What follows belongs to an exercise in optimizing a design on an open flow for small area, a short achievable clock period and few clock cycles per item; a production flow would make more cautious choices.
In this exercise RTL edits were held to simulation tests only and were not proved equivalent to the original.

## config.mk

```make
export PLATFORM = sky130hd
export DESIGN_NAME = link_keeping_drive_vector
export DESIGN_NICKNAME = link_keeping_drive_vector
export VERILOG_FILES = /design/flow/design.v
export SDC_FILE = /design/flow/constraint.sdc
export NUM_CORES = 4
export LEC_CHECK = 0
export CAP_MARGIN = 20
export CORE_MARGIN = 2
export CORE_UTILIZATION = 40
export CTS_BUF_LIST = sky130_fd_sc_hd__clkbuf_16
export CTS_CLUSTER_DIAMETER = 100
export CTS_CLUSTER_SIZE = 24
export PLACE_DENSITY = 0.6
export SLEW_MARGIN = 20
```

## run.sh

```bash
#!/bin/bash
# synth_recipe.tcl (not shown) runs the flow's synth.tcl, then flattens the netlist and writes it again
# the make line also repeats each setting of config.mk as NAME=value (left out here)
make -C /OpenROAD-flow-scripts/flow DESIGN_CONFIG=/design/flow/config.mk WORK_HOME=/design/flow/orfs CLKGATE_MAP_FILE= SYNTH_SCRIPT=/design/flow/synth_recipe.tcl finish
```

## design.v

```verilog
package lkdv_pkg;
	localparam int unsigned LKDV_MAX_NEIGHBOURS = 8;
	localparam int unsigned CNT_W      = 4;
	localparam int unsigned COORD_W    = 16;
	localparam int unsigned SQ_W       = 32;
	localparam int unsigned ROOT_W     = 16;
	localparam int unsigned DRIVE_W    = 15;
	localparam int unsigned QUO_W      = 15;
	localparam int unsigned PROD_W     = DRIVE_W + COORD_W;
	localparam int unsigned SQRT_STEPS = 16;
	localparam int unsigned DIV_STEPS  = 15;
	typedef enum logic {
		REG_REACH = 1'b0,
		REG_DRIVE = 1'b1
	} reg_idx_t;
	typedef struct packed {
		logic                       found;
		logic signed [COORD_W-1:0]  held_x;
		logic signed [COORD_W-1:0]  held_y;
		logic [CNT_W-1:0]           held_index;
		logic [SQ_W-1:0]            held_sq;
	} frame_t;
endpackage
module lkdv_csa (
	input  logic [31:0] a,
	input  logic [31:0] b,
	input  logic [31:0] c,
	output logic [31:0] s,
	output logic [31:0] k
);
	assign s = a ^ b ^ c;
	assign k = {(a[30:0] & b[30:0]) | (a[30:0] & c[30:0]) | (b[30:0] & c[30:0]), 1'b0};
endmodule
module lkdv_arith (
	input  logic [31:0] acc_s,
	input  logic [31:0] acc_c,
	input  logic [17:0] mx,
	input  logic [17:0] my,
	input  logic        sx,
	input  logic        sy,
	input  logic [14:0] pmask,
	output logic [31:0] nxt_s,
	output logic [31:0] nxt_c
);
	logic [14:0] px, py;
	logic [2:0]  bx, by;
	logic [31:0] tx, ty;
	logic [31:0] o0, o1, o2, o3, o4, o5, o6, o7;
	logic [31:0] s1a, k1a, s1b, k1b;
	logic [31:0] s2a, k2a, s2b, k2b;
	logic [31:0] s3, k3;
	assign px = (mx[14:0] & pmask) | ({15{sx}} & ~pmask);
	assign py = (my[14:0] & pmask) | ({15{sy}} & ~pmask);
	assign bx = mx[17:15];
	assign by = my[17:15];
	assign tx = {{13{sx}}, px, 1'b0, bx};
	assign ty = {{13{sy}}, py, 1'b0, by};
	assign o0 = {acc_s[25:0], 6'd0};
	assign o1 = {acc_c[25:0], 6'd0};
	assign o2 = bx[0] ? tx : 32'd0;
	assign o3 = bx[1] ? {tx[30:0], 1'b0} : 32'd0;
	assign o4 = bx[2] ? {tx[29:0], 2'b0} : 32'd0;
	assign o5 = by[0] ? ty : 32'd0;
	assign o6 = by[1] ? {ty[30:0], 1'b0} : 32'd0;
	assign o7 = by[2] ? {ty[29:0], 2'b0} : 32'd0;
	lkdv_csa u1a (.a(o2),  .b(o3),  .c(o4),  .s(s1a), .k(k1a));
	lkdv_csa u1b (.a(o5),  .b(o6),  .c(o7),  .s(s1b), .k(k1b));
	lkdv_csa u2a (.a(s1a), .b(k1a), .c(s1b), .s(s2a), .k(k2a));
	lkdv_csa u2b (.a(k1b), .b(o0),  .c(o1),  .s(s2b), .k(k2b));
	lkdv_csa u3  (.a(s2a), .b(k2a), .c(s2b), .s(s3),  .k(k3));
	lkdv_csa u4  (.a(s3),  .b(k3),  .c(k2b), .s(nxt_s), .k(nxt_c));
endmodule
module lkdv_mag (
	input  logic [15:0] v,
	output logic [15:0] m
);
	logic [15:0] p1, p2, p4, p8;
	assign p1 = v;
	assign p2 = p1 | {p1[14:0], 1'b0};
	assign p4 = p2 | {p2[13:0], 2'b0};
	assign p8 = p4 | {p4[11:0], 4'b0};
	assign m = v ^ ({16{v[15]}} & {(p8[14:0] | {p8[6:0], 8'b0}), 1'b0});
endmodule
module lkdv_qualify (
	input  logic        clk,
	input  logic        arst_n,
	input  logic        in_valid,
	output logic        in_stall,
	input  logic [15:0] offset_x,
	input  logic [15:0] offset_y,
	input  logic        present,
	input  logic        frame_end,
	input  logic [15:0] reach,
	input  logic        reach_wr,
	output logic        f_valid,
	output logic        f_end,
	input  logic        f_take,
	output logic        f_found,
	output logic [31:0] f_sq,
	output logic [15:0] f_mx,
	output logic [15:0] f_my,
	output logic        f_sx,
	output logic        f_sy,
	output logic [2:0]  f_idx
);
	logic        busy_q, busy_n;      
	logic        res2_q, res2_n;      
	logic        chk_q, chk_n;        
	logic        r2run_q, r2run_n;    
	logic        r2pend_q, r2pend_n;  
	logic        last_q, last_n;      
	logic        tok_q, tok_n;        
	logic        tokf_q, tokf_n;      
	logic        found_q, found_n;    
	logic [3:0]  cnt_q, cnt_n;
	logic        stall_q;
	logic        ldok;                
	logic [4:0]  pm_q;                
	logic [17:0] rx_q;
	logic [17:0] ry_q;
	logic        sx_q;
	logic        sy_q;
	logic [2:0]  idx_q;
	logic [31:0] acc_s_q;
	logic [31:0] acc_c_q;
	logic [31:0] r2_q;
	logic [31:0] nxt_s;
	logic [31:0] nxt_c;
	logic [31:0] sum;
	logic [14:0] pmask;
	logic        accept;
	logic        examine;
	logic        found;
	logic        beyond;
	logic [15:0] mag_x;
	logic [15:0] mag_y;
	logic        start;
	logic        load;
	assign pmask = {{3{pm_q[4]}}, {3{pm_q[3]}}, {3{pm_q[2]}}, {3{pm_q[1]}}, {3{pm_q[0]}}};
	lkdv_arith u_sq (
		.acc_s (acc_s_q),
		.acc_c (acc_c_q),
		.mx    (rx_q),
		.my    (ry_q),
		.sx    (sx_q),
		.sy    (sy_q),
		.pmask (pmask),
		.nxt_s (nxt_s),
		.nxt_c (nxt_c)
	);
	assign sum = acc_s_q + acc_c_q;
	assign beyond   = chk_q && (acc_s_q > r2_q);
	lkdv_mag u_mag_x (.v(rx_q[15:0]), .m(mag_x));
	lkdv_mag u_mag_y (.v(ry_q[15:0]), .m(mag_y));
	assign found    = found_q || beyond;
	assign in_stall = stall_q;
	assign accept   = in_valid && !stall_q;
	assign examine  = !cnt_q[3] && present && !found;
	assign start    = r2pend_q && !busy_q && !res2_q && !tok_q;
	assign ldok     = !stall_q && !cnt_q[3] && !found_q;
	assign load     = in_valid && present && ldok;
	assign f_valid = tok_q;
	assign f_found = tokf_q;
	assign f_end   = accept && frame_end;
	assign f_sq    = acc_s_q;
	assign f_mx    = mag_x;
	assign f_my    = mag_y;
	assign f_sx    = sx_q;
	assign f_sy    = sy_q;
	assign f_idx   = idx_q;
	always_comb begin
		busy_n   = busy_q;
		res2_n   = res2_q;
		chk_n    = 1'b0;
		r2run_n  = r2run_q;
		r2pend_n = r2pend_q || reach_wr;
		last_n   = last_q;
		tok_n    = tok_q && !f_take;
		tokf_n   = tokf_q;
		found_n  = found_q;
		cnt_n    = cnt_q;
		if (chk_q) begin
			if (beyond) begin
				tok_n   = 1'b1;
				tokf_n  = 1'b1;
				found_n = 1'b1;
			end else if (last_q) begin
				tok_n  = 1'b1;
				tokf_n = 1'b0;
			end
			if (last_q)
				found_n = 1'b0;
		end
		if (busy_q) begin
			if (pm_q[4]) begin
				busy_n = 1'b0;
				res2_n = 1'b1;
			end
		end else if (res2_q) begin
			res2_n = 1'b0;
			if (r2run_q)
				r2run_n = 1'b0;
			else
				chk_n = 1'b1;
		end else if (start) begin
			r2pend_n = reach_wr;
			r2run_n  = 1'b1;
			busy_n   = 1'b1;
		end else if (accept) begin
			if (!cnt_q[3])
				cnt_n = cnt_q + 4'd1;
			if (frame_end)
				cnt_n = 4'd0;
			last_n = frame_end;
			if (examine) begin
				busy_n = 1'b1;
			end else if (frame_end) begin
				if (!found) begin
					tok_n  = 1'b1;
					tokf_n = 1'b0;
				end
				found_n = 1'b0;
			end
		end
	end
	always_ff @(posedge clk or negedge arst_n) begin
		if (!arst_n) begin
			busy_q   <= 1'b0;
			res2_q   <= 1'b0;
			chk_q    <= 1'b0;
			r2run_q  <= 1'b0;
			r2pend_q <= 1'b1;    
			last_q   <= 1'b0;
			tok_q    <= 1'b0;
			tokf_q   <= 1'b0;
			found_q  <= 1'b0;
			cnt_q    <= 4'd0;
			stall_q  <= 1'b1;
		end else begin
			busy_q   <= busy_n;
			res2_q   <= res2_n;
			chk_q    <= chk_n;
			r2run_q  <= r2run_n;
			r2pend_q <= r2pend_n;
			last_q   <= last_n;
			tok_q    <= tok_n;
			tokf_q   <= tokf_n;
			found_q  <= found_n;
			cnt_q    <= cnt_n;
			stall_q  <= busy_n || res2_n || r2pend_n || chk_n || (tok_n && !found_n);
		end
	end
	always_ff @(posedge clk) begin
		if (res2_q && r2run_q)
			r2_q <= sum;
	end
	always_ff @(posedge clk) begin
		if (busy_q) begin
			acc_s_q <= nxt_s;
			acc_c_q <= nxt_c;
			rx_q    <= {rx_q[14:0], rx_q[17:15]};
			ry_q    <= {ry_q[14:0], ry_q[17:15]};
			pm_q    <= {pm_q[3:0], 1'b1};
		end else if (res2_q) begin
			acc_s_q <= sum;
		end else if (start) begin
			acc_s_q <= {31'd0, reach[15]};
			acc_c_q <= 32'd0;
			pm_q    <= 5'd1;
			rx_q    <= {reach[14:0], 2'd0, reach[15]};
			ry_q    <= 18'd0;
			sx_q    <= 1'b0;
			sy_q    <= 1'b0;
		end else if (ldok) begin
			acc_s_q <= {31'd0, offset_x[15]};
			acc_c_q <= {31'd0, offset_y[15]};
			pm_q    <= 5'd1;
			rx_q    <= {offset_x[14:0], {3{offset_x[15]}}};
			ry_q    <= {offset_y[14:0], {3{offset_y[15]}}};
			sx_q    <= offset_x[15];
			sy_q    <= offset_y[15];
			idx_q   <= cnt_q[2:0];
		end
	end
endmodule
module lkdv_scale (
	input  logic        clk,
	input  logic        arst_n,
	input  logic        f_valid,
	input  logic        f_end,
	output logic        f_take,
	input  logic        f_found,
	input  logic [31:0] f_sq,
	input  logic [15:0] f_mx,
	input  logic [15:0] f_my,
	input  logic        f_sx,
	input  logic        f_sy,
	input  logic [2:0]  f_idx,
	input  logic [14:0] gain,
	output logic        out_valid,
	input  logic        out_stall,
	output logic [15:0] drive_x,
	output logic [15:0] drive_y,
	output logic        has_signal,
	output logic [3:0]  chosen_index
);
	logic        b_run_q;
	logic        b_done_q;
	logic [3:0]  b_step_q;
	logic        b_found_q;
	logic [31:0] b_sq_q;
	logic [15:0] b_root_q;
	logic [16:0] b_rem_q;
	logic [31:0] b_px_q;
	logic [31:0] b_py_q;
	logic        b_sx_q;
	logic        b_sy_q;
	logic [2:0]  b_idx_q;
	logic        c_run_q;
	logic        c_wait_q;
	logic [3:0]  c_step_q;
	logic        c_found_q;
	logic [31:0] c_dx_q;
	logic [31:0] c_dy_q;
	logic [15:0] c_root_q;
	logic        c_sx_q;
	logic        c_sy_q;
	logic [2:0]  c_idx_q;
	logic        o_valid_q;
	logic [2:0]  ends_q;          
	logic        o_load;
	logic [15:0] o_x_q;
	logic [15:0] o_y_q;
	logic        o_sig_q;
	logic [2:0]  o_idx_q;
	logic        b_free;
	logic        c_take;
	logic        c_free;
	logic        o_free;
	logic        c_last;
	logic        c_zero;
	logic        c_fin;
	logic [15:0] res_x;
	logic [15:0] res_y;
	logic [18:0] sq_t;
	logic [16:0] mx_a;
	logic [16:0] my_a;
	logic [16:0] mx_s;
	logic [16:0] my_s;
	logic [17:0] dx_t;
	logic [17:0] dy_t;
	logic        sq0_ge;
	logic [14:0] nqx;
	logic [14:0] nqy;
	assign sq_t = {b_rem_q, b_sq_q[31:30]} - {1'b0, b_root_q, 2'b01};
	assign mx_a = {1'b0, b_px_q[31:16]} + {2'b0, gain};
	assign my_a = {1'b0, b_py_q[31:16]} + {2'b0, gain};
	assign mx_s = b_px_q[0] ? mx_a : {1'b0, b_px_q[31:16]};
	assign my_s = b_py_q[0] ? my_a : {1'b0, b_py_q[31:16]};
	assign dx_t = {c_dx_q[31:14]} - {2'b0, c_root_q};
	assign dy_t = {c_dy_q[31:14]} - {2'b0, c_root_q};
	assign sq0_ge = f_sq[31:30] != 2'd0;
	assign c_free = !c_run_q && !c_wait_q;
	assign o_free = !o_valid_q || !out_stall;
	assign c_last = c_run_q && (c_step_q == 4'd14);
	assign c_zero = c_take && !b_found_q;
	assign c_fin  = c_last || c_zero || c_wait_q;
	assign o_load = c_fin && o_free && (ends_q != 3'd0);
	assign c_take = b_done_q && c_free;
	assign b_free = !b_run_q && (!b_done_q || c_take);
	assign f_take = f_valid && b_free;
	always_ff @(posedge clk or negedge arst_n) begin
		if (!arst_n) begin
			b_run_q  <= 1'b0;
			b_done_q <= 1'b0;
			b_step_q <= 4'd0;
			c_run_q  <= 1'b0;
			c_wait_q <= 1'b0;
			c_step_q <= 4'd0;
			o_valid_q <= 1'b0;
			ends_q    <= 3'd0;
		end else begin
			if (b_run_q) begin
				b_step_q <= b_step_q + 4'd1;
				if (b_step_q == 4'd14) begin
					b_run_q  <= 1'b0;
					b_done_q <= 1'b1;
				end
			end else if (f_take) begin
				b_run_q  <= f_found;
				b_done_q <= !f_found;
				b_step_q <= 4'd0;
			end else if (c_take) begin
				b_done_q <= 1'b0;
			end
			if (c_run_q) begin
				c_step_q <= c_step_q + 4'd1;
				if (c_step_q == 4'd14)
					c_run_q <= 1'b0;
			end else if (c_take) begin
				c_run_q  <= b_found_q;
				c_step_q <= 4'd0;
			end
			if (c_fin) begin
				c_wait_q <= !o_load;
			end
			ends_q <= ends_q + {2'd0, f_end} - {2'd0, o_load};
			if (o_load) begin
				o_valid_q <= 1'b1;
			end else if (!out_stall) begin
				o_valid_q <= 1'b0;
			end
		end
	end
	always_ff @(posedge clk) begin
		if (b_run_q) begin
			b_sq_q <= {b_sq_q[29:0], 2'b00};
			if (!sq_t[18]) begin
				b_rem_q  <= sq_t[16:0];
				b_root_q <= {b_root_q[14:0], 1'b1};
			end else begin
				b_rem_q  <= {b_rem_q[14:0], b_sq_q[31:30]};
				b_root_q <= {b_root_q[14:0], 1'b0};
			end
			b_px_q <= {mx_s, b_px_q[15:1]};
			b_py_q <= {my_s, b_py_q[15:1]};
		end else if (f_take) begin
			b_found_q <= f_found;
			b_sq_q    <= {f_sq[29:0], 2'b00};
			b_rem_q   <= {15'd0, sq0_ge ? f_sq[31:30] - 2'd1 : f_sq[31:30]};
			b_root_q  <= {15'd0, sq0_ge};
			b_px_q    <= {2'd0, f_mx[0] ? gain : 15'd0, f_mx[15:1]};
			b_py_q    <= {2'd0, f_my[0] ? gain : 15'd0, f_my[15:1]};
			b_sx_q    <= f_sx;
			b_sy_q    <= f_sy;
			b_idx_q   <= f_idx;
		end
		if (c_last) begin
			c_dx_q[15:0] <= res_x;
			c_dy_q[15:0] <= res_y;
		end else if (c_run_q) begin
			c_dx_q <= {dx_t[17] ? c_dx_q[30:14] : dx_t[16:0], c_dx_q[13:0], !dx_t[17]};
			c_dy_q <= {dy_t[17] ? c_dy_q[30:14] : dy_t[16:0], c_dy_q[13:0], !dy_t[17]};
		end else if (c_take) begin
			c_found_q <= b_found_q;
			c_dx_q    <= b_found_q ? b_px_q : 32'd0;
			c_dy_q    <= b_found_q ? b_py_q : 32'd0;
			c_root_q  <= b_root_q;
			c_sx_q    <= b_sx_q;
			c_sy_q    <= b_sy_q;
			c_idx_q   <= b_found_q ? b_idx_q : 3'd0;
		end
	end
	assign nqx = {1'b1, ~c_dx_q[13:0]} + 15'd1;
	assign nqy = {1'b1, ~c_dy_q[13:0]} + 15'd1;
	assign res_x = c_sx_q ? (dx_t[17] ? {nqx, 1'b0} : {1'b1, ~c_dx_q[13:0], 1'b1})
	                      : {1'b0, c_dx_q[13:0], !dx_t[17]};
	assign res_y = c_sy_q ? (dy_t[17] ? {nqy, 1'b0} : {1'b1, ~c_dy_q[13:0], 1'b1})
	                      : {1'b0, c_dy_q[13:0], !dy_t[17]};
	always_ff @(posedge clk) begin
		if (o_load) begin
			if (c_last) begin
				o_x_q   <= res_x;
				o_y_q   <= res_y;
				o_sig_q <= 1'b1;
				o_idx_q <= c_idx_q;
			end else if (c_wait_q) begin
				o_x_q   <= c_dx_q[15:0];
				o_y_q   <= c_dy_q[15:0];
				o_sig_q <= c_found_q;
				o_idx_q <= c_idx_q;
			end else begin
				o_x_q   <= 16'd0;
				o_y_q   <= 16'd0;
				o_sig_q <= 1'b0;
				o_idx_q <= 3'd0;
			end
		end
	end
	assign out_valid    = o_valid_q;
	assign drive_x      = o_x_q;
	assign drive_y      = o_y_q;
	assign has_signal   = o_sig_q;
	assign chosen_index = {1'b0, o_idx_q};
endmodule
module link_keeping_drive_vector (
	input  logic        clk,
	input  logic        arst_n,
	input  logic        psel,
	input  logic        penable,
	input  logic        pwrite,
	input  logic [2:0]  paddr,
	input  logic [31:0] pwdata,
	output logic [31:0] prdata,
	output logic        pready,
	input  logic        in_valid,
	output logic        in_stall,
	input  logic signed [15:0] offset_x,
	input  logic signed [15:0] offset_y,
	input  logic        present,
	input  logic        frame_end,
	output logic        out_valid,
	input  logic        out_stall,
	output logic signed [15:0] drive_x,
	output logic signed [15:0] drive_y,
	output logic        has_signal,
	output logic [3:0]  chosen_index
);
	logic [15:0] reach_q;
	logic [14:0] gain_q;
	logic        wr_reach_q;
	logic        wr_gain_q;
	logic [15:0] rd_q;
	logic        f_valid;
	logic        f_end;
	logic        f_take;
	logic        f_found;
	logic [31:0] f_sq;
	logic [15:0] f_mx;
	logic [15:0] f_my;
	logic        f_sx;
	logic        f_sy;
	logic [2:0]  f_idx;
	assign pready = 1'b1;
	always_ff @(posedge clk or negedge arst_n) begin
		if (!arst_n) begin
			wr_reach_q <= 1'b0;
			wr_gain_q  <= 1'b0;
			reach_q    <= 16'd0;
			gain_q     <= 15'd0;
		end else begin
			wr_reach_q <= psel && !penable && pwrite && !paddr[2];
			wr_gain_q  <= psel && !penable && pwrite && paddr[2];
			if (wr_reach_q)
				reach_q <= pwdata[15:0];
			if (wr_gain_q)
				gain_q  <= pwdata[14:0];
		end
	end
	always_ff @(posedge clk) begin
		rd_q <= paddr[2] ? {1'b0, gain_q} : reach_q;
	end
	assign prdata = {16'd0, rd_q};
	lkdv_qualify u_qualify (
		.clk       (clk),
		.arst_n    (arst_n),
		.in_valid  (in_valid),
		.in_stall  (in_stall),
		.offset_x  (offset_x),
		.offset_y  (offset_y),
		.present   (present),
		.frame_end (frame_end),
		.reach     (reach_q),
		.reach_wr  (wr_reach_q),
		.f_valid   (f_valid),
		.f_end     (f_end),
		.f_take    (f_take),
		.f_found   (f_found),
		.f_sq      (f_sq),
		.f_mx      (f_mx),
		.f_my      (f_my),
		.f_sx      (f_sx),
		.f_sy      (f_sy),
		.f_idx     (f_idx)
	);
	lkdv_scale u_scale (
		.clk          (clk),
		.arst_n       (arst_n),
		.f_valid      (f_valid),
		.f_end        (f_end),
		.f_take       (f_take),
		.f_found      (f_found),
		.f_sq         (f_sq),
		.f_mx         (f_mx),
		.f_my         (f_my),
		.f_sx         (f_sx),
		.f_sy         (f_sy),
		.f_idx        (f_idx),
		.gain         (gain_q),
		.out_valid    (out_valid),
		.out_stall    (out_stall),
		.drive_x      (drive_x),
		.drive_y      (drive_y),
		.has_signal   (has_signal),
		.chosen_index (chosen_index)
	);
endmodule
```

## constraint.sdc

```tcl
create_clock -name core_clock -period 11.0 [get_ports {clk}]
set_input_delay 2.2000 -clock core_clock [delete_from_list [all_inputs] [get_ports {clk}]]
set_output_delay 2.2000 -clock core_clock [all_outputs]
set_load 0.01 [all_outputs]
```

==> summary.md, run 1 <==
| Metric | Value |
|---|---|
| Critical Path End Type | flip-flop |
| Wl on met1 | 33970 um |
| Critical Path AT | 5.06 ns |
| FF+latch count, synth | 472 |
| Row Count | 101 |
| Synthesized instance count | approximately 2800 |
| Setup_tns | 0 ns |
| Worst min path class | flip-flop to flip-flop |
| Warnings, synthesis | 3 |
| R2R depth | 9 |
| Worst-margin pin slew | about 1.1 ns |
| Number of global-route vias before repair | roughly 21000 |
| Synth Flop Type | edfxtp_1 |
| Hold Buf Count CTS | 0 |
| WL met2 | ~37000 um |
| Max Cap Viol | 0 |
| Synth area leader | edfxtp_1 |
| Synth Cell Area | ~31000 um2 |
| Top cell type's share of synthesized area | around two fifths |
| Register area | about 14000 um2 |
| First-pass GRT wire length | 120500 um |
| Crit Path Max Fanout | 33 |
| Share of cells above drive strength 1 | 6.213% |
| Critical path cell sequence | nand2_1 > fa_1 > inv_1 > fa_1 > inv_1 > fa_1 > inv_1 > fa_1 > a22o_1 |
| Number of synthesized flops with an enable pin | about 390 |
| Status | timing/DRC/antenna clean |
| Multi-input gate area | roughly 15000 um2 |
| Post-route cell area | 33470 um2 |
| Max-slew violation count | 0 |
| GP Congestion | 0.8639 |
| Worst setup startpoint | u_qualify.rx_q[15] |
| Via/cell ratio | roughly 5.4 |
| Reg-to-Reg End | u_qualify.acc_s_q[26] |
| Initial Utilization | ~40% |
| CP max stage delay | 1.03 ns |
| Slowest cell on crit path | edfxtp_1 |
| Final WL | 76910 um |
| Rel. slew slack | 27.38% |
| DRT antenna net count | 0 |
| Final setup viols | 0 |
| Postcts setup bufs | 0 |
| Chip Height | approximately 280 um |
| Worst setup path end | u_qualify.acc_s_q[26] |
| Maximum clock rate | about 210 MHz |
| Tmin final | between 4 and 5 ns |
| Area Growth Syn to Fin | 9.491% |
| Hold Fails Final Rpt | 0 |
| CTS H-tree lvls | 1 |
| # clock sinks | 472 |
| Hold slack | roughly 0.43 ns |
| Drt pass-1 iters | 5 |
| Worst skew pair latency | between 0.6 and 0.7 ns |
| Kind of critical path | flip-flop to flip-flop |
| Clock slew at reported path FFs | roughly 0.090 ns |
| DR DRC count | 0 |
| Top sig layer | met4 |
| Unrepaired setup endpoints after global routing | false |
| Ant. Diodes | 0 |
| CTS Buf Count | 26 |
| DR WL/cell | about 20 um |
| Pre-CTS setup slack | ~6.3 ns |
| Dpl cell area | about 33000 um2 |
| Worst Path Required | 11.35 ns |
| CP startpoint kind | flip-flop |
| Worst path most repeated cell | fa_1 |
| Total core area | 75820 um2 |
| Clock tree root buffer cell | clkbuf_16 |
| Clk buf depth | 3 |
| Largest net degree at the start of global routing | approximately 110 |
| Port Buf Inserts | roughly 110 |
| Seq/Total Area, Yosys | between 40% and 50% |
| Final nets | 3247 |
| PnR worst setup slack | 6.287 ns |
| TritonCTS clock tree | done |
| Initial antenna violation count | 0 |
| Final period utilization | between 40 and 50% |
| Synth async-reset ratio | 13.35% |
| Chip width | between 200 and 300 um |
| Reg2reg start | u_qualify.rx_q[15] |
| Synth top area cells | edfxtp_1 39%, fa_1 8.4%, ha_1 6.8% |
| Post-cts repair resize count | 0 |
| Vias post-DR | between 20000 and 25000 |
| Iteration-0 DRC Markers | around 1400 |
| Grt total ovfl | 0 |
| Dpl hpwl | roughly 57000 um |
| I/O pin count | around 150 |
| Flop2flop setup slack | 6.29 ns |
| Unique masters post-synth | just over 80 |
| Met3 wire length | around 4000 um |
| Worst Skew | approximately 0.027 ns |
| Syn Area/Cell | 10.79 um2 |
| # fillers | approximately 7100 |
| Total track usage | between 10% and 20% |
| Area of the die | between 70000 and 80000 um2 |
[metal layers]
layer  track usage (%)  up-vias
li1                  -     9925
met1             26.29    10409
met2             32.89      434
met3             2.681       81
met4             4.635        0
met5                 0        -
[logic make-up after synthesis]
group,after synthesis,synth area share (%)
AOI/OAI and AO/OA,580,12.43
muxes,148,5.157
adders and majority gates,294,15.20
other,2,0.02457
and+or+nand+nor,739,12.12
xor gates and xnor gates,162,4.690
DFF,472,44.78
buffers and inverters,436,5.603
[how the worst min path moves through the flow]
| stage | startpoint | to | slack (ns) | cells after the start |
|---|---|---|---|---|
| 4_1_cts | u_qualify.idx_q[1] | u_scale.b_idx_q[1] | 0.43 | 0 |
| 3_5_place_dp | u_qualify.idx_q[1] | u_scale.b_idx_q[1] | 0.40 | 0 |
| 2_1_floorplan | u_qualify.idx_q[0] | u_scale.b_idx_q[0] | 0.40 | 0 |
| 5_1_grt | u_scale.b_sx_q | u_scale.c_sx_q | 0.44 | 0 |
| 3_3_place_gp | u_qualify.idx_q[1] | u_scale.b_idx_q[1] | 0.40 | 0 |
| 6_report | u_qualify.idx_q[1] | u_scale.b_idx_q[1] | 0.43 | 0 |
[cell usage after synthesis, types with 5 or more instances]
cell type and count:
or3_1 16, a211oi_1 10, a21o_1 59, nor4_1 5, nor2_1 118, nand3b_1 6
a221o_1 17, dfxtp_1 17, nor3_1 30, a41oi_1 5, inv_1 305, clkbuf_1 100
and2_1 81, o21ai_1 6, xor2_1 79, fa_1 129, a21oi_1 124, xnor2_1 81
o21a_1 20, buf_4 19, and3_1 14, nand2b_1 17, nand4_1 12, o2111ai_1 5
nor2b_1 126, buf_1 8, or2_2 9, edfxtp_1 392, o211ai_1 7, o41ai_1 9
ha_1 165, nand3_1 31, o21bai_1 7, nand2_1 251, a22o_1 56, o21ai_0 184
mux2_2 76, a31o_2 5, mux2i_1 72, o31ai_1 14, a21boi_0 6, a22oi_1 6
dfrtp_1 61
[critical path: cells and delay by family, from the launching register on]
family | cells | cell delay (ns)
AO/OA/AOI/OAI | 1 | 0.24
adder cells (fa/ha/maj) | 4 | 2.41
buffers and inverters | 3 | 0.44
flip-flops | 1 | 1.03
AND/OR/NAND/NOR | 1 | 0.31
[cells in the final DEF (no fill, tap or decap), types with 79 or more instances in the layout]
master,netlist,routed
xor2_1,79,79
ha_1,165,165
clkdlybuf4s50_1,0,110
fa_1,129,129
nor2b_1,126,125
inv_1,305,315
o21ai_0,184,183
nor2_1,118,117
edfxtp_1,392,392
xnor2_1,81,81
and2_1,81,81
nand2_1,251,251
a21oi_1,124,124
[layout make-up]
class                           count  area share (%)
Timing Repair Buffer              131           3.760
Clock inverter                     20          0.4448
Multi-Input combinational cell   1941           45.70
Inverter                          305           3.420
Tap cell                          978           3.656
Sequential cell                   472           40.92
Clock buffer                       28           2.093
[flip-flops by register name, summed over array words and instances (netlist names), 17 cells and up]
signal and count:
u_qualify.acc_s_q 32, u_qualify.r2_q 32, u_scale.b_px_q 32, u_scale.b_py_q 32, u_scale.c_dx_q 32, u_scale.c_dy_q 32, u_scale.b_sq_q 30, u_qualify.acc_c_q 29
u_qualify.rx_q 18, u_qualify.ry_q 18, u_scale.b_rem_q 17
[stage by stage]
step                      util, %  instances
after global routing        44.15       3875
after global placement      43.03       3827
after detailed placement    43.03       3827
final                       44.15       3875
after CTS                   44.15       3875
after floorplan                 -       2849
Testbench counts, summed over its fixed seeds: cycles 70,559, frames 4,096.
==> inputs of run 2 (changes only) <==
==> flow/run.sh (new file) <==
#!/bin/bash
set -euo pipefail
bash standard.sh SETUP_SLACK_MARGIN=7 finish > flow_make.log 2>&1
==> standard.sh (new file) <==
#!/bin/bash
# synth_recipe.tcl (not shown) runs the flow's synth.tcl, then flattens the netlist and writes it again
# the make line also repeats each setting of config.mk as NAME=value (left out here)
make -C /OpenROAD-flow-scripts/flow DESIGN_CONFIG=/design/flow/config.mk WORK_HOME=/design/flow/orfs CLKGATE_MAP_FILE= SYNTH_SCRIPT=/design/flow/synth_recipe.tcl "${@:-finish}"
removed: run.sh
==> run 2 against run 1 <==
Effect of this change: cell count grew 0.70%; utilization grew 0.58 points; sequential share of layout area shrank 0.53 points; setup slack gained 0.79 ns; area after synthesis is the same; via count grew 1.3%; first-iteration DRC count grew 19%; synthesized cell count is the same; register-to-register slack gained 0.79 ns.
==> summary.md, run 2 <==
| Metric | Value |
|---|---|
| Status | timing/DRC/antenna clean |
| GP Congestion | 0.8653 |
| Chip width | around 280 um |
| Critical path cell sequence | and2_1 > fa_1 > fa_2 > clkinvlp_4 > buf_12 > fa_1 > inv_1 > fa_1 > a22o_1 |
| Number of global-route vias before repair | approximately 21000 |
| Vias post-DR | about 21000 |
| Synth top area cells | edfxtp_1 39%, fa_1 8.4%, ha_1 6.8% |
| Top cell type's share of synthesized area | 38.50% |
| FF+latch count, synth | 472 |
| Largest net degree at the start of global routing | 89 |
| Synth Cell Area | 30570 um2 |
| Worst min path class | flip-flop to flip-flop |
| Buffers plus inverters on the worst setup path | 3 |
| Initial Utilization | 40.32% |
| Row Count | about 100 |
| DRT antenna net count | 0 |
| Chip Height | 280.5 um |
| Via/cell ratio | 5.412 |
| Synth async-reset ratio | about an eighth |
| Commonest cells in the netlist | 392 x edfxtp_1, 305 x inv_1, 251 x nand2_1 |
| Hold Fails Final Rpt | 0 |
| Synthesized instance count | roughly 2800 |
| Max-slew violation count | 0 |
| Area of the die | between 70000 and 80000 um2 |
| Unique masters post-synth | 83 |
| Crit Path Max Fanout | 8 |
| Worst Hold Depth | 0 |
| Worst Path Required | ~11 ns |
| Synth Flop Type | edfxtp_1 |
| Worst-margin pin slew | about 0.99 ns |
| Critical Path End Type | flip-flop |
| Setup_tns | 0 ns |
| Total track usage | between 15 and 20% |
| Warnings, synthesis | 3 |
| Maximum clock rate | roughly 260 MHz |
| Worst skew pair latency | approximately 0.62 ns |
| PnR worst setup slack | just over 7 ns |
| Final nets | 3272 |
| Drt pass-1 iters | 5 |
| Unrepaired setup endpoints after global routing | false |
| R2R depth | 9 |
| Share of cells above drive strength 1 | under 10% |
| Hold Buf Count CTS | 0 |
| Area Growth Syn to Fin | 10.94% |
| CTS Buf Count | 29 |
| I/O pin count | between 100 and 150 |
| Synth area leader | edfxtp_1 |
| Port Buf Inserts | roughly 110 |
| Clock slew at reported path FFs | around 0.10 ns |
| CP startpoint kind | flip-flop |
| Final setup viols | 0 |
| Tmin final | 3.920 ns |
| Total core area | about 76000 um2 |
| Final WL | 78350 um |
| Final period utilization | roughly 36% |
| Max Cap Viol | 0 |
| Finished Layout Cells | between 3000 and 4000 |
| # clock sinks | about 470 |
| Dpl hpwl | slightly below 60000 um |
| TritonCTS clock tree | done |
| Rel. slew slack | 33.92% |
| Ant. Diodes | 0 |
| Slowest cell on crit path | fa_2 |
| Syn Area/Cell | ~11 um2 |
| Worst Skew | 0.03591 ns |
| Final Util | 44.73% |
| CP max stage delay | 0.61 ns |
| Seq/Total Area, Yosys | between 40% and 50% |
| Clock tree root buffer cell | clkbuf_16 |
| Kind of critical path | flip-flop to flip-flop |
| Iteration-0 DRC Markers | between 1500 and 2000 |
| DR WL/cell | between 20 and 25 um |
| Grt total ovfl | 0 |
| Top delay family on crit path | adder cells |
| Initial antenna violation count | 0 |
| Most frequent cells in the layout | 392 x edfxtp_1, 313 x inv_1, 250 x nand2_1 |
| Clk buf depth | 3 |
| Commonest non-fill, non-tap cell in the layout | edfxtp_1 |
| First-pass GRT wire length | 122600 um |
| Stages on worst setup path | 9 |
| Pre-CTS setup slack | around 6.3 ns |
| Placed cells | between 3000 and 4000 |
| Most frequent cell after synthesis | edfxtp_1 |
| Critical Path AT | around 4.3 ns |
| Number of synthesized flops with an enable pin | ~400 |
| CTS H-tree lvls | 1 |
| Worst path most repeated cell | fa_1 |
| DR DRC count | 0 |
run 2: cell counts after synthesis:
No cell type changed its count.
run 2: worst paths after layout:
check	start	endpoint	slack, ns
setup / recovery	u_qualify.sy_q	u_qualify.acc_s_q[24]	7.08
hold / removal	u_qualify.idx_q[0]	u_scale.b_idx_q[0]	0.43
setup reg to reg	u_qualify.sy_q	u_qualify.acc_s_q[24]	7.08
hold reg to reg	u_qualify.idx_q[0]	u_scale.b_idx_q[0]	0.43
max in group asynchronous	arst_n	u_scale.b_run_q	8.58
min in group asynchronous	arst_n	wr_reach_q	1.69
run 2: layout make-up:
type	count	area, um2
inverters	305	1152
fillers	7027	41910
well taps	978	1224
multi-input cells	1941	15390
flip-flops and latches	472	13700
clock inverters	23	219.0
repair buffers	153	1479
clock buffers	30	750.7
run 2: what timing repair did:
item	CTS	global route
setup endpoints to repair	23	63
pin swaps	0	10
gates resized for setup	3	25
buffers inserted	11	10
run 2: per-stage QoR:
stage	instance area (um2)	hold WS [ns]
2_1_floorplan	30660	0.4003
3_3_place_gp	32630	0.4057
3_5_place_dp	32660	0.4045
4_1_cts	33740	0.4268
5_1_grt	33920	0.4309
6_report	33920	0.4256
run 2: worst register-to-register path: cells and delay by family, from the launching register on:
family	cells	cell delay [ns]
adder cells (fa/ha/maj)	4	2.22
AO/OA/AOI/OAI	1	0.25
flip-flops	1	0.54
AND/OR/NAND/NOR	1	0.30
buffers and inverters	3	0.33
run 2: cells by family (layout without fill, tap and decap cells):
kind of cell	count (synthesis)	count (layout)	synth area share (%)
compound gates	580	580	12.43
xor+xnor	162	162	4.690
fa+ha+maj	294	294	15.20
buf+inv	436	511	5.603
flops	472	472	44.78
mux	148	148	5.157
other cells	2	18	0.02457
simple gates	739	739	12.12
run 2: routing by layer:
| layer | up-vias | wire (um) | global-route usage [%] |
|---|---|---|---|
| li1 | 9967 | - | - |
| met1 | 10534 | 34610 | 26.91 |
| met2 | 512 | 37310 | 32.95 |
| met3 | 103 | 4265 | 3.073 |
| met4 | 0 | 2157 | 5.498 |
| met5 | - | 0 | 0 |
==> inputs of run 3 (changes only) <==
==> flow/run.sh (replaced) <==
#!/bin/bash
set -euo pipefail
bash standard.sh SETUP_SLACK_MARGIN=7.6 finish > flow_make.log 2>&1
==> run 3 against run 2 <==
Effect of this change: sequential cell count is the same; area after synthesis unchanged; largest cell class unchanged; via count rose by 1.8%; highest routed layer unchanged; die area unchanged; global-route usage grew 0.37 points; worst hold slack better by 0.0028 ns; utilization is 2.0 points higher.
==> summary.md, run 3 <==
| Metric | Value |
|---|---|
| Commonest cells in the netlist | 392 x edfxtp_1, 305 x inv_1, 251 x nand2_1 |
| Port Buf Inserts | 111 |
| Unrepaired setup endpoints after global routing | true |
| Worst Hold Depth | 0 |
| Drt pass-1 iters | 5 |
| Clock tree root buffer cell | clkbuf_16 |
| Xor and xnor area share after synthesis | under 10% |
| DR DRC count | 0 |
| Grt total ovfl | 0 |
| Dpl hpwl | between 50000 and 60000 um |
| Initial antenna violation count | 0 |
| Critical Path AT | slightly above 4 ns |
| Most frequent cells in the layout | 392 x edfxtp_1, 298 x inv_1, 247 x nand2_1 |
| Seq/Total Area, Yosys | between 40% and 50% |
| Area Growth Syn to Fin | 15.83% |
| Flop2flop setup slack | about 7.3 ns |
| Worst min path class | flip-flop to flip-flop |
| Hold slack | 0.4284 ns |
| Number of global-route vias before repair | roughly 22000 |
| Worst skew pair latency | 0.62 ns |
| Iteration-0 DRC Markers | between 1500 and 2000 |
| Tmin final | 3.703 ns |
| Main combinational cell family by area after synthesis | adder cells |
| Area of the die | ~79000 um2 |
| Top cell type's share of synthesized area | 38.50% |
| Clk buf depth | 3 |
| Crit Path Max Fanout | 3 |
| Most frequent cell after synthesis | edfxtp_1 |
| Final period utilization | between 30% and 40% |
| Max Cap Viol | 0 |
| Syn Area/Cell | ~11 um2 |
| Reg2reg start | u_qualify.sx_q |
| Synth top area cells | edfxtp_1 39%, fa_1 8.4%, ha_1 6.8% |
| Ant. Diodes | 0 |
| Adder-Cell Fraction of Synth Area | between 15 and 20% |
| Chip Height | roughly 280 um |
| Share of cells above drive strength 1 | between 10% and 20% |
| Maximum clock rate | ~270 MHz |
| DRT antenna net count | 0 |
| Hold Fails Final Rpt | 0 |
| Synth Area in Compound Gates | about 12% |
| Chip width | between 200 and 300 um |
| First-pass GRT wire length | about 120000 um |
| Vias post-DR | about 22000 |
| Worst Path Required | ~11 ns |
| I/O pin count | approximately 150 |
| Max-slew violation count | 0 |
| Synth area leader | edfxtp_1 |
| Clock slew at reported path FFs | 0.10 ns |
| Final WL | about 81000 um |
| Synth Area in Simple Gates | ~12% |
| Total core area | roughly 76000 um2 |
| Worst Skew | 0.04584 ns |
| Worst setup startpoint | u_qualify.sx_q |
| Unique masters post-synth | 83 |
| Commonest non-fill, non-tap cell in the layout | edfxtp_1 |
| Number of synthesized flops with an enable pin | 392 |
| Setup_tns | 0 ns |
| Largest net degree at the start of global routing | between 90 and 100 |
| Kind of critical path | flip-flop to flip-flop |
| DR WL/cell | ~20 um |
| CP max stage delay | around 0.53 ns |
| Via/cell ratio | roughly 5.4 |
| CTS H-tree lvls | 1 |
| Worst-margin pin slew | between 0.9 and 1 ns |
| Synth Flop Type | edfxtp_1 |
| Initial Utilization | between 40 and 50% |
| Status | timing/DRC/antenna clean |
| Slowest cell on crit path | fa_1 |
| Synth async-reset ratio | a little over an eighth |
| Total track usage | about 20% |
| Reg-to-Reg End | u_qualify.acc_s_q[9] |
| Final nets | between 3000 and 4000 |
| TritonCTS clock tree | done |
| Rel. slew slack | 33.77% |
| R2R depth | 13 |
| CTS Buf Count | 27 |
| Critical Path End Type | flip-flop |
| Synthesized instance count | between 2000 and 3000 |
| GP Congestion | around 0.87 |
| Hold Buf Count CTS | 0 |
| Row Count | 101 |
| # clock sinks | ~470 |
| FF+latch count, synth | 472 |
| Post-synthesis mux area share | under 10% |
| CP startpoint kind | flip-flop |
| Synth Cell Area | ~31000 um2 |
| Critical path cell sequence | buf_6 > buf_6 > nor2b_4 > a21oi_4 > buf_6 > nor2b_2 > fa_1 > inv_2 > fa_1 > inv_1 > fa_1 > fa_2 > a22o_1 |
| Warnings, synthesis | 3 |
| Final setup viols | 0 |
| Worst setup path end | u_qualify.acc_s_q[9] |
[run 3: cell counts after synthesis]
Identical to the previous run, type by type.
[run 3: area by class of cell]
type	count	area [um2]
multi-input combinational	1941	16300
inverter	305	1156
fill	6891	40410
tap	978	1224
sequential	472	13710
clock inverter	23	178.9
clock buffer	27	675.6
timing repair buffer	236	2163
[run 3: logic make-up after synthesis]
kind of cell               after synthesis
xor gates and xnor gates               162
and+or+nand+nor                        739
muxes                                  148
AOI/OAI and AO/OA                      580
adders and majority gates              294
DFF                                    472
buffers and inverters                  436
other                                    2
[run 3: how the worst min path moves through the flow]
stage	start	end	slack (ns)
finish	u_qualify.idx_q[2]	u_scale.b_idx_q[2]	0.43
floorplan	u_qualify.idx_q[0]	u_scale.b_idx_q[0]	0.40
global placement	u_qualify.idx_q[2]	u_scale.b_idx_q[2]	0.40
CTS	u_qualify.idx_q[2]	u_scale.b_idx_q[2]	0.43
global route	u_qualify.idx_q[2]	u_scale.b_idx_q[2]	0.44
detailed placement	u_scale.b_sy_q	u_scale.c_sy_q	0.40
[run 3: timing repair]
item	CTS	global route
pin swaps	55	66
hold endpoints to repair	0	0
cloned	2	5
endpoints found under the setup margin	227	307
buffers inserted	60	37
gates resized for setup	332	149
[run 3: routing by layer]
metal	vias to the layer above	GRT usage, %	wire (um)
li1	10145	-	-
met2	482	34.56	39700
met1	10792	27.95	36410
met4	0	3.976	1598
met3	87	1.965	3648
met5	-	0	0
[run 3: critical path: cells and delay by family (launching register included)]
kind            cells  cell delay, ns
buf+inv             5            0.48
compound gates      2            0.39
flops               1            0.41
simple gates        2            0.18
fa+ha+maj           4            2.02
[run 3: per-stage QoR]
stage | utilization [%] | worst slack (ns) | instances | instance area (um2)
2_1_floorplan | - | 6.364 | 2849 | 30830
3_3_place_gp | 43.18 | 6.515 | 3828 | 32740
3_5_place_dp | 43.18 | 6.483 | 3828 | 32740
4_1_cts | 45.40 | 7.334 | 3940 | 34420
5_1_grt | 46.70 | 7.220 | 3982 | 35410
6_report | 46.70 | 7.297 | 3982 | 35410
==> inputs of run 4 (changes only) <==
--- a/design.v
+++ b/design.v
@@ -159,3 +159,3 @@
 	assign start    = r2pend_q && !busy_q && !res2_q && !tok_q;
-	assign ldok     = !stall_q && !cnt_q[3] && !found_q;
+	assign ldok     = !stall_q && !cnt_q[3] && !found;
 	assign load     = in_valid && present && ldok;
@@ -249,3 +249,3 @@
 			cnt_q    <= cnt_n;
-			stall_q  <= busy_n || res2_n || r2pend_n || chk_n || (tok_n && !found_n);
+			stall_q  <= busy_n || res2_n || r2pend_n || (chk_n && last_n) || (tok_n && !found_n);
 		end
==> run 4 against run 3 <==
Effect of this change: wire length increased by 3.5%; critical path depth decreased by 2; worst hold slack got worse by 0.0065 ns; setup slack improved by 0.0052 ns; area after synthesis increased by 0.56%; register-to-register slack about the same; via count increased by 1.9%; die area increased by 0.56%; critical path type unchanged; critical endpoint is now u_qualify.acc_s_q[10].
==> summary.md, run 4 <==
| Metric | Value |
|---|---|
| Status | timing/DRC/antenna clean |
| Final WL | 84240 um |
| Row Count | roughly 100 |
| TritonCTS clock tree | done |
| # fillers | ~7000 |
| # clock sinks | 472 |
| Worst skew pair latency | approximately 0.62 ns |
| Register area | between 10000 and 15000 um2 |
| Number of global-route vias before repair | 21761 |
| CTS H-tree lvls | 1 |
| DRT antenna net count | 0 |
| Final setup viols | 0 |
| Syn Area/Cell | 10.65 um2 |
| Hold Fails Final Rpt | 0 |
| Total core area | between 70000 and 80000 um2 |
| Worst Skew | between 0.03 and 0.04 ns |
| Area Growth Syn to Fin | 16.87% |
| Crit Path Max Fanout | 5 |
| Iteration-0 DRC Markers | ~1500 |
| Port Buf Inserts | about 110 |
| Initial Utilization | about 40% |
| Final nets | 3421 |
| Number of synthesized flops with an enable pin | 392 |
| Clock slew at reported path FFs | ~0.10 ns |
| Top cell type's share of synthesized area | a little under two fifths |
| DR WL/cell | around 21 um |
| Total track usage | about a fifth |
| Hold slack | ~0.42 ns |
| Seq/Total Area, Yosys | between 40% and 50% |
| Kind of critical path | flip-flop to flip-flop |
| Ant. Diodes | 0 |
| Final Util | 47.23% |
| Critical Path End Type | flip-flop |
| GP Congestion | between 0.8 and 0.9 |
| DR DRC count | 0 |
| Synth area leader | edfxtp_1 |
| Hold Buf Count CTS | 0 |
| Worst-margin pin slew | between 0.9 and 1 ns |
| Clk buf depth | 3 |
| Drt pass-1 iters | 7 |
| CP startpoint kind | flip-flop |
| Final period utilization | 33.61% |
| Worst Path Required | about 11 ns |
| Pre-CTS setup slack | 6.311 ns |
| Chip width | around 280 um |
| Vias post-DR | about 22000 |
| Chip Height | roughly 280 um |
| Clock tree root buffer cell | clkbuf_16 |
| Via/cell ratio | between 5 and 6 |
| Synth top area cells | edfxtp_1 38%, fa_1 8.4%, ha_1 6.7% |
| Dpl hpwl | 59050 um |
| R2R depth | 11 |
| Maximum clock rate | 270.5 MHz |
| First-pass GRT wire length | between 100000 and 150000 um |
| Rel. slew slack | 36.44% |
| Synth async-reset ratio | 13.35% |
| Critical Path AT | around 4.1 ns |
| Synth Cell Area | 30740 um2 |
| Worst Hold Depth | 0 |
| Tmin final | roughly 3.7 ns |
| Max Cap Viol | 0 |
| Most frequent cells in the layout | 392 x edfxtp_1, 288 x inv_1, 287 x nand2_1 |
| Max-slew violation count | 0 |
| Warnings, synthesis | 3 |
| Unrepaired setup endpoints after global routing | true |
| Worst min path class | flip-flop to flip-flop |
| Largest net degree at the start of global routing | slightly below 80 |
| Grt total ovfl | 0 |
| CTS Buf Count | 26 |
| I/O pin count | 148 |
| Share of cells above drive strength 1 | between 10% and 20% |
| Synthesized instance count | just under 3000 |
| Unique masters post-synth | 82 |
| PnR worst setup slack | between 7 and 8 ns |
| Commonest cells in the netlist | 392 x edfxtp_1, 300 x inv_1, 295 x nand2_1 |
| Initial antenna violation count | 1 |
| Multi-input gate area | around 17000 um2 |
| Area of the die | around 79000 um2 |
| Synth Flop Type | edfxtp_1 |
| FF+latch count, synth | 472 |
| Setup_tns | 0 ns |
| Commonest non-fill, non-tap cell in the layout | edfxtp_1 |
| Most frequent cell after synthesis | edfxtp_1 |
## run 4: cell count changes in the layout (fill, tap and decap cells not counted), moves of 9 or more
| cell | previous run | this run |
|---|---|---|
| nor2b_1 | 91 | 81 |
| nand2_1 | 247 | 287 |
| mux2_2 | 76 | 66 |
| nand2b_1 | 15 | 25 |
| nor2b_2 | 24 | 33 |
| xnor2_1 | 79 | 88 |
| nor2_1 | 115 | 91 |
| o21ai_0 | 171 | 206 |
| buf_4 | 81 | 101 |
| mux2i_1 | 71 | 48 |
| inv_1 | 298 | 288 |
## run 4: timing repair
action / in CTS / in global routing
endpoints found under the setup margin: 338 / 250
resized for setup: 342 / 154
pin swaps: 38 / 64
gates cloned: 6 / 5
setup buffers: 68 / 44
## run 4: worst max-delay path, stage by stage, from the launching register on
cell and delay [ns]:
edfxtp_1 0.53, buf_6 0.19, a21oi_2 0.22, buf_4 0.16, nor2b_2 0.04, fa_1 0.49
inv_1 0.05, fa_1 0.47, inv_1 0.06, fa_1 0.50, fa_2 0.49, a22o_1 0.25
## run 4: layer usage
layer	track usage (%)	vias up	share of wire, %
li1	-	10383	-
met1	28.96	10879	44
met2	34.32	539	48
met3	2.328	108	4.9
met4	6.260	0	3.4
met5	0	-	0
## run 4: final cells by class
class / instances / area share [%]
multi-input combinational: 1995 / 46.01
sequential: 472 / 38.16
timing repair buffer: 256 / 6.682
tap: 1030 / 3.587
inverter: 300 / 3.165
clock buffer: 29 / 2.020
clock inverter: 19 / 0.3726
## run 4: path summary, 6_finish.rpt
check | startpoint | endpoint | slack, ns
worst max-delay path | u_qualify.pm_q[1] | u_qualify.acc_s_q[10] | 7.30
worst min-delay path | u_scale.b_sx_q | u_scale.c_sx_q | 0.42
worst max register to register | u_qualify.pm_q[1] | u_qualify.acc_s_q[10] | 7.30
worst min register to register | u_scale.b_sx_q | u_scale.c_sx_q | 0.42
max in group asynchronous | arst_n | u_scale.b_run_q | 8.54
min in group asynchronous | arst_n | gain_q[11] | 1.79
## run 4: cell families after synthesis
family,count (synthesis),synth area share (%)
simple gates,776,12.64
compound gates,626,13.33
flops,472,44.53
buf+inv,437,5.612
fa+ha+maj,294,15.11
xor+xnor,164,4.733
mux,115,4.013
other cells,2,0.02443
## run 4: metrics by stage
step	std cells	area [um2]
floorplan	2902	31030
global placement	3929	32960
detailed placement	3929	32960
CTS	4051	34890
global route	4101	35930
finish	4101	35930
Testbench counts of run 4, summed over its fixed seeds: cycles 69,281, frames 4,096.
==> inputs of run 5 (changes only) <==
--- a/design.v
+++ b/design.v
@@ -38,4 +38,2 @@
 	input  logic [17:0] my,
-	input  logic        sx,
-	input  logic        sy,
 	input  logic [14:0] pmask,
@@ -43,6 +41,7 @@
 	output logic [31:0] nxt_c
-);
+)
+;
 	logic [14:0] px, py;
 	logic [2:0]  bx, by;
-	logic [31:0] tx, ty;
+	logic [18:0] tx, ty;
 	logic [31:0] o0, o1, o2, o3, o4, o5, o6, o7;
@@ -51,16 +50,16 @@
 	logic [31:0] s3, k3;
-	assign px = (mx[14:0] & pmask) | ({15{sx}} & ~pmask);
-	assign py = (my[14:0] & pmask) | ({15{sy}} & ~pmask);
+	assign px = mx[14:0] & pmask;
+	assign py = my[14:0] & pmask;
 	assign bx = mx[17:15];
 	assign by = my[17:15];
-	assign tx = {{13{sx}}, px, 1'b0, bx};
-	assign ty = {{13{sy}}, py, 1'b0, by};
+	assign tx = {px, 1'b0, bx};
+	assign ty = {py, 1'b0, by};
 	assign o0 = {acc_s[25:0], 6'd0};
 	assign o1 = {acc_c[25:0], 6'd0};
-	assign o2 = bx[0] ? tx : 32'd0;
-	assign o3 = bx[1] ? {tx[30:0], 1'b0} : 32'd0;
-	assign o4 = bx[2] ? {tx[29:0], 2'b0} : 32'd0;
-	assign o5 = by[0] ? ty : 32'd0;
-	assign o6 = by[1] ? {ty[30:0], 1'b0} : 32'd0;
-	assign o7 = by[2] ? {ty[29:0], 2'b0} : 32'd0;
+	assign o2 = {13'd0, bx[0] ? tx : 19'd0};
+	assign o3 = {12'd0, bx[1] ? tx : 19'd0, 1'b0};
+	assign o4 = {11'd0, bx[2] ? tx : 19'd0, 2'b0};
+	assign o5 = {13'd0, by[0] ? ty : 19'd0};
+	assign o6 = {12'd0, by[1] ? ty : 19'd0, 1'b0};
+	assign o7 = {11'd0, by[2] ? ty : 19'd0, 2'b0};
 	lkdv_csa u1a (.a(o2),  .b(o3),  .c(o4),  .s(s1a), .k(k1a));
@@ -105,2 +104,3 @@
 );
+	logic        mag_q, mag_n;        
 	logic        busy_q, busy_n;      
@@ -144,4 +144,2 @@
 		.my    (ry_q),
-		.sx    (sx_q),
-		.sy    (sy_q),
 		.pmask (pmask),
@@ -158,4 +156,4 @@
 	assign examine  = !cnt_q[3] && present && !found;
-	assign start    = r2pend_q && !busy_q && !res2_q && !tok_q;
-	assign ldok     = !stall_q && !cnt_q[3] && !found;
+	assign start    = r2pend_q && !mag_q && !busy_q && !res2_q && !tok_q;
+	assign ldok     = !stall_q && !cnt_q[3] && !found_q;
 	assign load     = in_valid && present && ldok;
@@ -165,4 +163,4 @@
 	assign f_sq    = acc_s_q;
-	assign f_mx    = mag_x;
-	assign f_my    = mag_y;
+	assign f_mx    = rx_q[15:0];
+	assign f_my    = ry_q[15:0];
 	assign f_sx    = sx_q;
@@ -171,2 +169,3 @@
 	always_comb begin
+		mag_n    = 1'b0;
 		busy_n   = busy_q;
@@ -193,3 +192,5 @@
 		end
-		if (busy_q) begin
+		if (mag_q) begin
+			busy_n = 1'b1;
+		end else if (busy_q) begin
 			if (pm_q[4]) begin
@@ -215,3 +216,3 @@
 			if (examine) begin
-				busy_n = 1'b1;
+				mag_n = 1'b1;
 			end else if (frame_end) begin
@@ -227,2 +228,3 @@
 		if (!arst_n) begin
+			mag_q    <= 1'b0;
 			busy_q   <= 1'b0;
@@ -239,2 +241,3 @@
 		end else begin
+			mag_q    <= mag_n;
 			busy_q   <= busy_n;
@@ -249,3 +252,3 @@
 			cnt_q    <= cnt_n;
-			stall_q  <= busy_n || res2_n || r2pend_n || (chk_n && last_n) || (tok_n && !found_n);
+			stall_q  <= mag_n || busy_n || res2_n || r2pend_n || chk_n || (tok_n && !found_n);
 		end
@@ -263,2 +266,8 @@
 			pm_q    <= {pm_q[3:0], 1'b1};
+		end else if (mag_q) begin
+			acc_s_q <= {31'd0, mag_x[15]};
+			acc_c_q <= {31'd0, mag_y[15]};
+			pm_q    <= 5'd1;
+			rx_q    <= {mag_x[14:0], 2'd0, mag_x[15]};
+			ry_q    <= {mag_y[14:0], 2'd0, mag_y[15]};
 		end else if (res2_q) begin
@@ -271,10 +280,5 @@
 			ry_q    <= 18'd0;
-			sx_q    <= 1'b0;
-			sy_q    <= 1'b0;
 		end else if (ldok) begin
-			acc_s_q <= {31'd0, offset_x[15]};
-			acc_c_q <= {31'd0, offset_y[15]};
-			pm_q    <= 5'd1;
-			rx_q    <= {offset_x[14:0], {3{offset_x[15]}}};
-			ry_q    <= {offset_y[14:0], {3{offset_y[15]}}};
+			rx_q    <= {2'd0, offset_x};
+			ry_q    <= {2'd0, offset_y};
 			sx_q    <= offset_x[15];
==> run.sh (new file) <==
#!/bin/bash
# synth_recipe.tcl (not shown) runs the flow's synth.tcl, then flattens the netlist and writes it again
# the make line also repeats each setting of config.mk as NAME=value (left out here)
make -C /OpenROAD-flow-scripts/flow DESIGN_CONFIG=/design/flow/config.mk WORK_HOME=/design/flow/orfs CLKGATE_MAP_FILE= SYNTH_SCRIPT=/design/flow/synth_recipe.tcl finish
removed: flow/run.sh
removed: standard.sh
==> run 5 against run 4 <==
Effect of this change: critical path depth unchanged; clock skew fell by 0.0035 ns; register-to-register slack got worse by 0.94 ns; cell count is 2.7% lower; cell area is 6.3% lower; worst hold slack improved by 0.0066 ns; fmax is 20% lower; largest cell class unchanged; highest routed layer is now met5.
==> summary.md, run 5 <==
| Metric | Value |
|---|---|
| CP max stage delay | between 0.9 and 1 ns |
| DRT antenna net count | 0 |
| Initial Utilization | a little over 40% |
| Critical path cell sequence | inv_1 > ha_1 > nor2b_1 > o31ai_1 > a211oi_1 > o2111ai_1 > a21oi_2 > nor2_1 > mux2i_1 > a211oi_1 > a221o_1 |
| Rel. slew slack | between 20% and 30% |
| Grt total ovfl | 0 |
| First-pass GRT wire length | 129200 um |
| Most frequent cells in the layout | 392 x edfxtp_1, 261 x inv_1, 237 x nand2_1 |
| Vias post-DR | 22726 |
| Number of global-route vias before repair | roughly 22000 |
| Met3 wire length | ~5200 um |
| Total core area | around 76000 um2 |
| Clock slew at reported path FFs | 0.10 ns |
| Top sig layer | met5 |
| Final setup viols | 0 |
| Worst path most repeated cell | a211oi_1 |
| FF+latch count, synth | approximately 470 |
| Slowest cell on crit path | mux2i_1 |
| Initial antenna violation count | 3 |
| Critical Path AT | roughly 5.0 ns |
| Port Buf Inserts | roughly 110 |
| Number of synthesized flops with an enable pin | roughly 390 |
| Kind of critical path | flip-flop to flip-flop |
| Crit Path Max Fanout | 8 |
| Final WL | between 80000 and 90000 um |
| Critical Path End Type | flip-flop |
| Hold slack | between 0.4 and 0.5 ns |
| Drt pass-1 iters | 6 |
| Unique masters post-synth | 90 |
| Max Cap Viol | 0 |
| DR DRC count | 0 |
| Seq/Total Area, Yosys | 44.57% |
| Pre-CTS setup slack | between 6 and 7 ns |
| Share of cells above drive strength 1 | a little over 7% |
| Clock tree root buffer cell | clkbuf_16 |
| Worst min path class | flip-flop to flip-flop |
| Worst setup path end | u_scale.c_dy_q[15] |
| WL met2 | between 30000 and 40000 um |
| TritonCTS clock tree | done |
| Row Count | approximately 100 |
| Hold Buf Count CTS | 0 |
| Synth top area cells | edfxtp_1 38%, ha_1 7.2%, fa_1 6.6% |
| Synth async-reset ratio | 13.53% |
| Final nets | around 3300 |
| Reg2reg start | u_scale.c_root_q[1] |
| Chip width | roughly 280 um |
| PnR worst setup slack | about 6.4 ns |
| Synth Cell Area | around 30000 um2 |
| # clock sinks | roughly 470 |
| Syn Area/Cell | about 11 um2 |
| Worst-margin pin slew | around 1.1 ns |
| Synth area leader | edfxtp_1 |
| Worst Skew | 0.02987 ns |
| Finished Layout Cells | around 4000 |
| Synth Flop Type | edfxtp_1 |
| Status | timing/DRC/antenna clean |
| Worst Path Required | between 10 and 15 ns |
| Reg-to-Reg End | u_scale.c_dy_q[15] |
| Largest net degree at the start of global routing | between 80 and 90 |
| Placed cells | 3941 |
| Unrepaired setup endpoints after global routing | false |
| Max-slew violation count | 0 |
| Dpl hpwl | between 60000 and 70000 um |
| Top cell type's share of synthesized area | approximately two fifths |
| Clk buf depth | 3 |
| Chip Height | roughly 280 um |
| Wl on met1 | around 37000 um |
| Worst Hold Depth | 0 |
| R2R depth | 11 |
| Flop2flop setup slack | ~6.4 ns |
| Warnings, synthesis | 3 |
| CTS Buf Count | 27 |
| Area Growth Syn to Fin | 9.356% |
| Hold Fails Final Rpt | 0 |
| Worst setup startpoint | u_scale.c_root_q[1] |
| CTS H-tree lvls | 1 |
| Worst skew pair latency | around 0.62 ns |
| Post-cts repair resize count | 0 |
| Commonest cells in the netlist | 392 x edfxtp_1, 251 x inv_1, 238 x nand2_1 |
| Commonest non-fill, non-tap cell in the layout | edfxtp_1 |
| Final period utilization | around 42% |
| Postcts setup bufs | 0 |
| Setup_tns | 0 ns |
| Via/cell ratio | around 5.7 |
| Synthesized instance count | 2922 |
| Maximum clock rate | approximately 220 MHz |
| CP startpoint kind | flip-flop |
| Area of the die | between 70000 and 80000 um2 |
| I/O pin count | 148 |
| Most frequent cell after synthesis | edfxtp_1 |
| Iteration-0 DRC Markers | approximately 2200 |
| DR WL/cell | about 21 um |
| Tmin final | ~4.6 ns |
| GP Congestion | about 0.88 |
| Total track usage | approximately a fifth |
| Ant. Diodes | 0 |
## run 5: cell types whose count changed after synthesis, sizes merged, moves of 49 or more
cell / previous run / this run
nor2: 93 / 147
nand3: 32 / 107
and3: 14 / 102
nand2: 295 / 238
nor2b: 129 / 25
inv: 300 / 251
o21ai: 220 / 147
## run 5: how the worst min path moves through the flow
| stage | start | endpoint | slack (ns) |
|---|---|---|---|
| 3_5_place_dp | u_qualify.sx_q | u_scale.b_sx_q | 0.41 |
| 4_1_cts | u_qualify.sx_q | u_scale.b_sx_q | 0.43 |
| 2_1_floorplan | u_qualify.idx_q[0] | u_scale.b_idx_q[0] | 0.40 |
| 3_3_place_gp | u_qualify.sx_q | u_scale.b_sx_q | 0.41 |
| 6_report | u_qualify.sx_q | u_scale.b_sx_q | 0.43 |
| 5_1_grt | u_qualify.sx_q | u_scale.b_sx_q | 0.44 |
## run 5: critical path: cells and delay by family, from the launching register on
family | cells | cell delay, ns
AOI/OAI and AO/OA | 6 | 1.96
adders and majority gates | 1 | 0.29
muxes | 1 | 0.93
DFF | 1 | 0.47
and+or+nand+nor | 2 | 0.63
buffers and inverters | 1 | 0.11
## run 5: cell type report
class | instances | area, um2
fillers | 7187 | 42420
well taps | 1030 | 1289
clock buffers | 27 | 675.6
multi-input cells | 2050 | 15530
inverters | 251 | 942.2
repair buffers | 137 | 1301
clock inverters | 23 | 192.7
flip-flops and latches | 473 | 13720
## run 5: through the flow
| step | cell area, um2 | utilization, % |
|---|---|---|
| final | 33650 | 44.23 |
| after global routing | 33650 | 44.23 |
| after CTS | 33630 | 44.21 |
| after detailed placement | 32770 | 43.07 |
| after global placement | 32770 | 43.07 |
| after floorplan | 30830 | - |
## run 5: cells by family (layout without fill, tap and decap cells)
kind of cell / Yosys count / count (layout) / synth area share [%]
and+or+nand+nor: 894 / 894 / 14.76
AOI/OAI and AO/OA: 609 / 609 / 13.25
DFF: 473 / 473 / 44.57
buffers and inverters: 415 / 438 / 5.444
adders and majority gates: 278 / 278 / 13.79
muxes: 143 / 143 / 5.078
xor gates and xnor gates: 108 / 108 / 3.074
other: 2 / 18 / 0.02441
## run 5: routing by layer
layer	GRT usage (%)	up-vias
li1	-	10572
met1	29.42	11319
met2	33.54	728
met3	2.776	103
met4	6.519	4
met5	0	-
Testbench counts of run 5, summed over its fixed seeds: cycles 72,517, frames 4,096.

==> separate check: timing with driven ports <==
The flow's constraints put no driver on any port. The routed layouts listed below were extracted and timed again, unchanged, in two steps.
Step 1: set_driving_cell puts a clkbuf_16 on clk and a buf_2 on each other input, an assumption about the parent block.
Step 2, shift: input delay + t, output delay - t, t = (earliest + latest rising clock arrival at the registers) / 2. This alone moves slack from input paths to output paths.
Three values: ideal ports, drivers, drivers and shift; two values: the first two.
run	t (ns)	slack for setup (ns)	latest minus earliest clock arrival (ns)
run 1	0.666	6.287 / 6.287 / 6.287	0.033 / 0.032
run 2	0.665	7.080 / 7.028 / 6.736	0.036 / 0.036
run 3	0.662	7.297 / 7.297 / 7.097	0.053 / 0.053
run 4	0.661	7.303 / 7.303 / 7.022	0.034 / 0.033
run 5	0.669	6.362 / 6.362 / 6.362	0.030 / 0.030
After both steps setup and hold are still met in every run listed. For run 2, which loses most, drivers alone change the setup slack by -0.052 ns; drivers and shift together by -0.344 ns.
